What follows belongs to an exercise in optimizing a design on an open flow for small area and few clock cycles per item; a production flow would make more cautious choices. Only simulation tests tie the RTL to the original design; equivalence was not proved. No activity file was given, so power comes from the tool's default toggle rates.

==> flow/design.v (excerpt) <==
module ex_stage (
    input  logic        iw_clk,
    input  logic        iw_rst,
    input  logic        in_req,
    output logic        in_ack,
    input  logic [5:0]  in_opc,
    input  logic [3:0]  in_cc,
    input  logic [31:0] in_pc,
    input  logic [31:0] in_src,
    input  logic [31:0] in_tgt,
    input  logic [11:0] in_imm,
    output logic        out_req,
    input  logic        out_ack,
    output logic [31:0] out_result,
    output logic [3:0]  out_flags,
    output logic        out_branch_taken,
    output logic [31:0] out_branch_pc
);
Size: about 200 flip-flops, about 190 I/O pins, roughly 11000 µm² of cells after synthesis.
==> module ex_alu, before the edit <==
module ex_alu (
    input  logic [5:0]        in_opc,
    input  logic [3:0]        in_cc,
    input  logic [31:0]       in_pc,
    input  logic [31:0]       in_src,
    input  logic [31:0]       in_tgt,
    input  logic [11:0]       in_imm,
    input  logic [3:0]        flags,
    output logic [RES_W-1:0]  res_out,
    output logic [3:0]        flags_nxt
);
    logic op_mov, op_addu, op_adds, op_subu, op_subs, op_cmpu, op_cmps;
    logic op_and, op_or, op_xor, op_shl, op_shr, op_sar, op_br, legal;
    logic is_add, is_sub, is_cmp, is_shift, is_signed, is_unsigned;
    always_comb begin
        op_mov  = (in_opc == OPC_MOVU) || (in_opc == OPC_MOVIU);
        op_addu = (in_opc == OPC_ADDU) || (in_opc == OPC_ADDIU);
        op_adds = (in_opc == OPC_ADDS) || (in_opc == OPC_ADDIS);
        op_subu = (in_opc == OPC_SUBU);
        op_subs = (in_opc == OPC_SUBS);
        op_cmpu = (in_opc == OPC_CMPU);
        op_cmps = (in_opc == OPC_CMPS);
        op_and  = (in_opc == OPC_ANDU);
        op_or   = (in_opc == OPC_ORU);
        op_xor  = (in_opc == OPC_XORU);
        op_shl  = (in_opc == OPC_SHLU);
        op_shr  = (in_opc == OPC_SHRU);
        op_sar  = (in_opc == OPC_SHRS);
        op_br   = (in_opc == OPC_JCCU) || (in_opc == OPC_BCCIS);
    end
    assign is_add      = op_addu || op_adds;
    assign is_sub      = op_subu || op_subs || op_cmpu || op_cmps;   
    assign is_cmp      = op_cmpu || op_cmps;
    assign is_shift    = op_shl || op_shr || op_sar;
    assign is_signed   = op_adds || op_subs || op_cmps;
    assign is_unsigned = op_addu || op_subu || op_cmpu;
    assign legal       = op_mov || is_add || is_sub || op_and || op_or || op_xor || is_shift || op_br;
    logic [DATA_W-1:0] a;
    logic [DATA_W-1:0] b;
    assign a = in_opc[4] ? {{(DATA_W-IMM_W){in_opc[1] & in_imm[IMM_W-1]}}, in_imm} : in_src;
    assign b = in_tgt;
    logic [DATA_W-1:0] add_x;
    logic [DATA_W-1:0] add_y;
    logic [DATA_W-1:0] gen;
    logic [DATA_W-1:0] prop;
    logic [DATA_W:0]   pg [0:6];
    logic [DATA_W:0]   pp [0:6];
    logic [DATA_W-1:0] sum;
    logic              cout;
    logic              ovf;
    assign add_x = op_br ? in_pc : (op_mov ? '0 : b);
    assign add_y = a ^ {DATA_W{is_sub}};
    assign gen   = add_x & add_y;
    assign prop  = add_x ^ add_y;
    always_comb begin
        pg[0] = {gen, is_sub};
        pp[0] = {prop, 1'b0};
        for (int l = 0; l < 5; l++) begin
            pg[l+1] = pg[l];
            pp[l+1] = pp[l];
            for (int i = 0; i <= DATA_W; i++) begin
                if (((i + 1) % (1 << (l + 1))) == 0) begin
                    pg[l+1][i] = pg[l][i] | (pp[l][i] & pg[l][i - (1 << l)]);
                    pp[l+1][i] = pp[l][i] & pp[l][i - (1 << l)];
                end
            end
        end
        pg[6] = pg[5];
        pp[6] = pp[5];
        for (int l = 4; l >= 0; l--) begin
            for (int i = 0; i <= DATA_W; i++) begin
                if ((((i + 1) % (1 << (l + 1))) == (1 << l)) && (i >= (1 << (l + 1)))) begin
                    pg[6][i] = pg[6][i] | (pp[6][i] & pg[6][i - (1 << l)]);
                    pp[6][i] = pp[6][i] & pp[6][i - (1 << l)];
                end
            end
        end
    end
    assign sum  = prop ^ pg[6][DATA_W-1:0];   
    assign cout = pg[6][DATA_W];
    assign ovf  = (add_x[DATA_W-1] == add_y[DATA_W-1]) && (sum[DATA_W-1] != add_x[DATA_W-1]);
    logic [DATA_W-1:0] sh_in;
    logic [DATA_W-1:0] sh_out;
    logic [DATA_W-1:0] sh_rev;
    logic              sh_fill;
    logic              sh_big;
    always_comb begin
        for (int i = 0; i < DATA_W; i++) begin
            sh_in[i] = op_shl ? b[DATA_W-1-i] : b[i];
        end
    end
    assign sh_fill = op_sar && b[DATA_W-1];
    assign sh_out  = DATA_W'($signed({sh_fill, sh_in}) >>> in_src[SHAMT_W-1:0]);
    assign sh_big  = |in_src[DATA_W-1:SHAMT_W];
    always_comb begin
        for (int i = 0; i < DATA_W; i++) begin
            sh_rev[i] = sh_out[DATA_W-1-i];
        end
    end
    logic [DATA_W-1:0] res_oth;   
    logic [DATA_W-1:0] val;
    logic              z_sum;
    logic              z_oth;
    logic              cc_true;
    logic              taken;
    assign res_oth = ({DATA_W{op_and || op_or}}  & gen) |
                     ({DATA_W{op_xor || op_or}}  & prop) |
                     ({DATA_W{(op_shr || op_sar) && !sh_big}} & sh_out) |
                     ({DATA_W{op_shl && !sh_big}} & sh_rev);
    assign z_sum = (sum == '0);       
    assign z_oth = (res_oth == '0);
    always_comb begin
        case (in_cc)
            CC_RA:   cc_true = 1'b1;
            CC_EQ:   cc_true = flags[FL_Z];
            CC_NE:   cc_true = !flags[FL_Z];
            CC_LT:   cc_true = flags[FL_N] ^ flags[FL_V];
            CC_GT:   cc_true = !flags[FL_Z] && !(flags[FL_N] ^ flags[FL_V]);
            CC_GE:   cc_true = !(flags[FL_N] ^ flags[FL_V]);
            CC_LE:   cc_true = flags[FL_Z] || (flags[FL_N] ^ flags[FL_V]);
            CC_BT:   cc_true = flags[FL_C];
            CC_AT:   cc_true = !flags[FL_C] && !flags[FL_Z];
            CC_BE:   cc_true = flags[FL_C] || flags[FL_Z];
            CC_AE:   cc_true = !flags[FL_C];
            default: cc_true = 1'b0;
        endcase
    end
    assign taken = op_br && cc_true;
    assign val   = res_oth | ({DATA_W{op_mov || is_add || op_subu || op_subs || taken}} & sum);
    always_comb begin
        flags_nxt = flags;   
        if (!op_br) begin
            flags_nxt[FL_Z] = (op_mov || is_add || is_sub) ? z_sum : z_oth;
        end
        if (is_unsigned) begin
            flags_nxt[FL_C] = cout ^ is_sub;   
        end
        if (is_signed) begin
            flags_nxt[FL_N] = sum[DATA_W-1];
            flags_nxt[FL_V] = ovf;
        end
        if (is_shift) begin
            flags_nxt[FL_V] = sh_big;
        end
        if (op_sar) begin
            flags_nxt[FL_N] = !sh_big && b[DATA_W-1];
        end
        if (!legal) begin
            flags_nxt = '0;   
        end
    end
    assign res_out = {taken, flags_nxt, val};
endmodule
clock: 7.5 ns
lec_check: 0
cap_margin: 20
core_margin: 2
core_utilization: 40
slew_margin: 20
standard.sh (not shown) runs the stock make flow with config.mk's settings and CLKGATE_MAP_FILE= SYNTH_SCRIPT=/design/flow/synth_recipe.tcl, a recipe that flattens the netlist after the stock synthesis.
==> flow/flow/run.sh <==
#!/bin/bash
# The standard layout (standard.sh), with three changes:
#  - synthesis maps the logic with an area-oriented ABC script (flow/abc_area.script,
#    through flow/synth_abc.tcl); the rest of synthesis is the standard flow's own;
#  - port buffers use the smallest buffer cell, sky130_fd_sc_hd__buf_1;
#  - clock tree: clkbuf_8 buffers, sink clusters of up to 16 within 50 um, no dummy loads.
# The tools' output goes to standard.log in this folder.
export FLOW_ABC_SCRIPT="$PWD/flow/abc_area.script"
export FLOW_STD_SYNTH="$PWD/synth_recipe.tcl"
export BUFFER_PORTS_ARGS="-buffer_cell sky130_fd_sc_hd__buf_1"
export CTS_ARGS="-sink_clustering_enable -repair_clock_nets -dont_use_dummy_load -buf_list {sky130_fd_sc_hd__clkbuf_8} -sink_clustering_size 16 -sink_clustering_max_diameter 50"
bash standard.sh SYNTH_SCRIPT="$PWD/flow/synth_abc.tcl" finish > standard.log 2>&1
==> flow/flow/abc_area.script <==
strash
&get -n
&st
&synch2
&dch -f
&nf -R 1000
&put
==> flow/flow/synth_abc.tcl <==
# The standard synthesis (synth_recipe.tcl in the work folder), with one change:
# Yosys's abc call maps the logic with the script in $FLOW_ABC_SCRIPT instead of
# ORFS's abc_speed/abc_area scripts. Registers are untouched (abc runs without -dff).
proc abc {args} {
  set i [lsearch -exact $args -script]
  lset args [expr {$i + 1}] $::env(FLOW_ABC_SCRIPT)
  yosys abc {*}$args
}
source $::env(FLOW_STD_SYNTH)
Testbench counts at the start, summed over its fixed seeds: cycles 5,568, items 2,400.
Then changed:
--- a/flow/design.v
+++ b/flow/design.v
@@ -200,21 +200,11 @@
         pg[0] = {gen, is_sub};
         pp[0] = {prop, 1'b0};
-        for (int l = 0; l < 5; l++) begin
+        for (int l = 0; l < 6; l++) begin
             pg[l+1] = pg[l];
             pp[l+1] = pp[l];
             for (int i = 0; i <= DATA_W; i++) begin
-                if (((i + 1) % (1 << (l + 1))) == 0) begin
-                    pg[l+1][i] = pg[l][i] | (pp[l][i] & pg[l][i - (1 << l)]);
-                    pp[l+1][i] = pp[l][i] & pp[l][i - (1 << l)];
-                end
-            end
-        end
-        pg[6] = pg[5];
-        pp[6] = pp[5];
-        for (int l = 4; l >= 0; l--) begin
-            for (int i = 0; i <= DATA_W; i++) begin
-                if ((((i + 1) % (1 << (l + 1))) == (1 << l)) && (i >= (1 << (l + 1)))) begin
-                    pg[6][i] = pg[6][i] | (pp[6][i] & pg[6][i - (1 << l)]);
-                    pp[6][i] = pp[6][i] & pp[6][i - (1 << l)];
+                if (((i >> l) & 1) == 1) begin
+                    pg[l+1][i] = pg[l][i] | (pp[l][i] & pg[l][((i >> l) << l) - 1]);
+                    pp[l+1][i] = pp[l][i] & pp[l][((i >> l) << l) - 1];
                 end
             end
Result: Global-route usage goes up by 1.9 points; sequential power is about the same; setup slack loses 140 ps; via count came out higher by 2.8%; die area falls by 0.74%; maximum frequency goes down by 2.0%; clock-buffer cell count stays the same; cell area goes down by 0.48%.
Testbench counts after the change, summed over its fixed seeds: cycles 5,568, items 2,400.

## port drivers added, routing unchanged
No port has a modelled driver above. Below, the same layouts with a new extraction and two added sets of constraints. Step 1 sets driving cells, clkbuf_16 on the clock port and buf_2 on the other inputs (assumed; they add their load-dependent delay and slew). Step 2, shift: input delay + t, output delay - t, t = (earliest + latest rising clock arrival at the registers) / 2. This alone moves slack from input paths to output paths. a / b / c = ideal / step 1 / step 2; a / b = the first two.
run	shift t [ns]	setup WS [ns]	latest minus earliest clock arrival (ns)
the first run	0.465	0.695 / 0.708 / 0.243	0.042 / 0.042
the second run	0.480	0.554 / 0.570 / 0.091	0.042 / 0.041
After both steps every run listed still meets setup and hold. The setup slack of the second run, which loses most, moves by +0.016 ns with the drivers and by -0.463 ns with both steps.
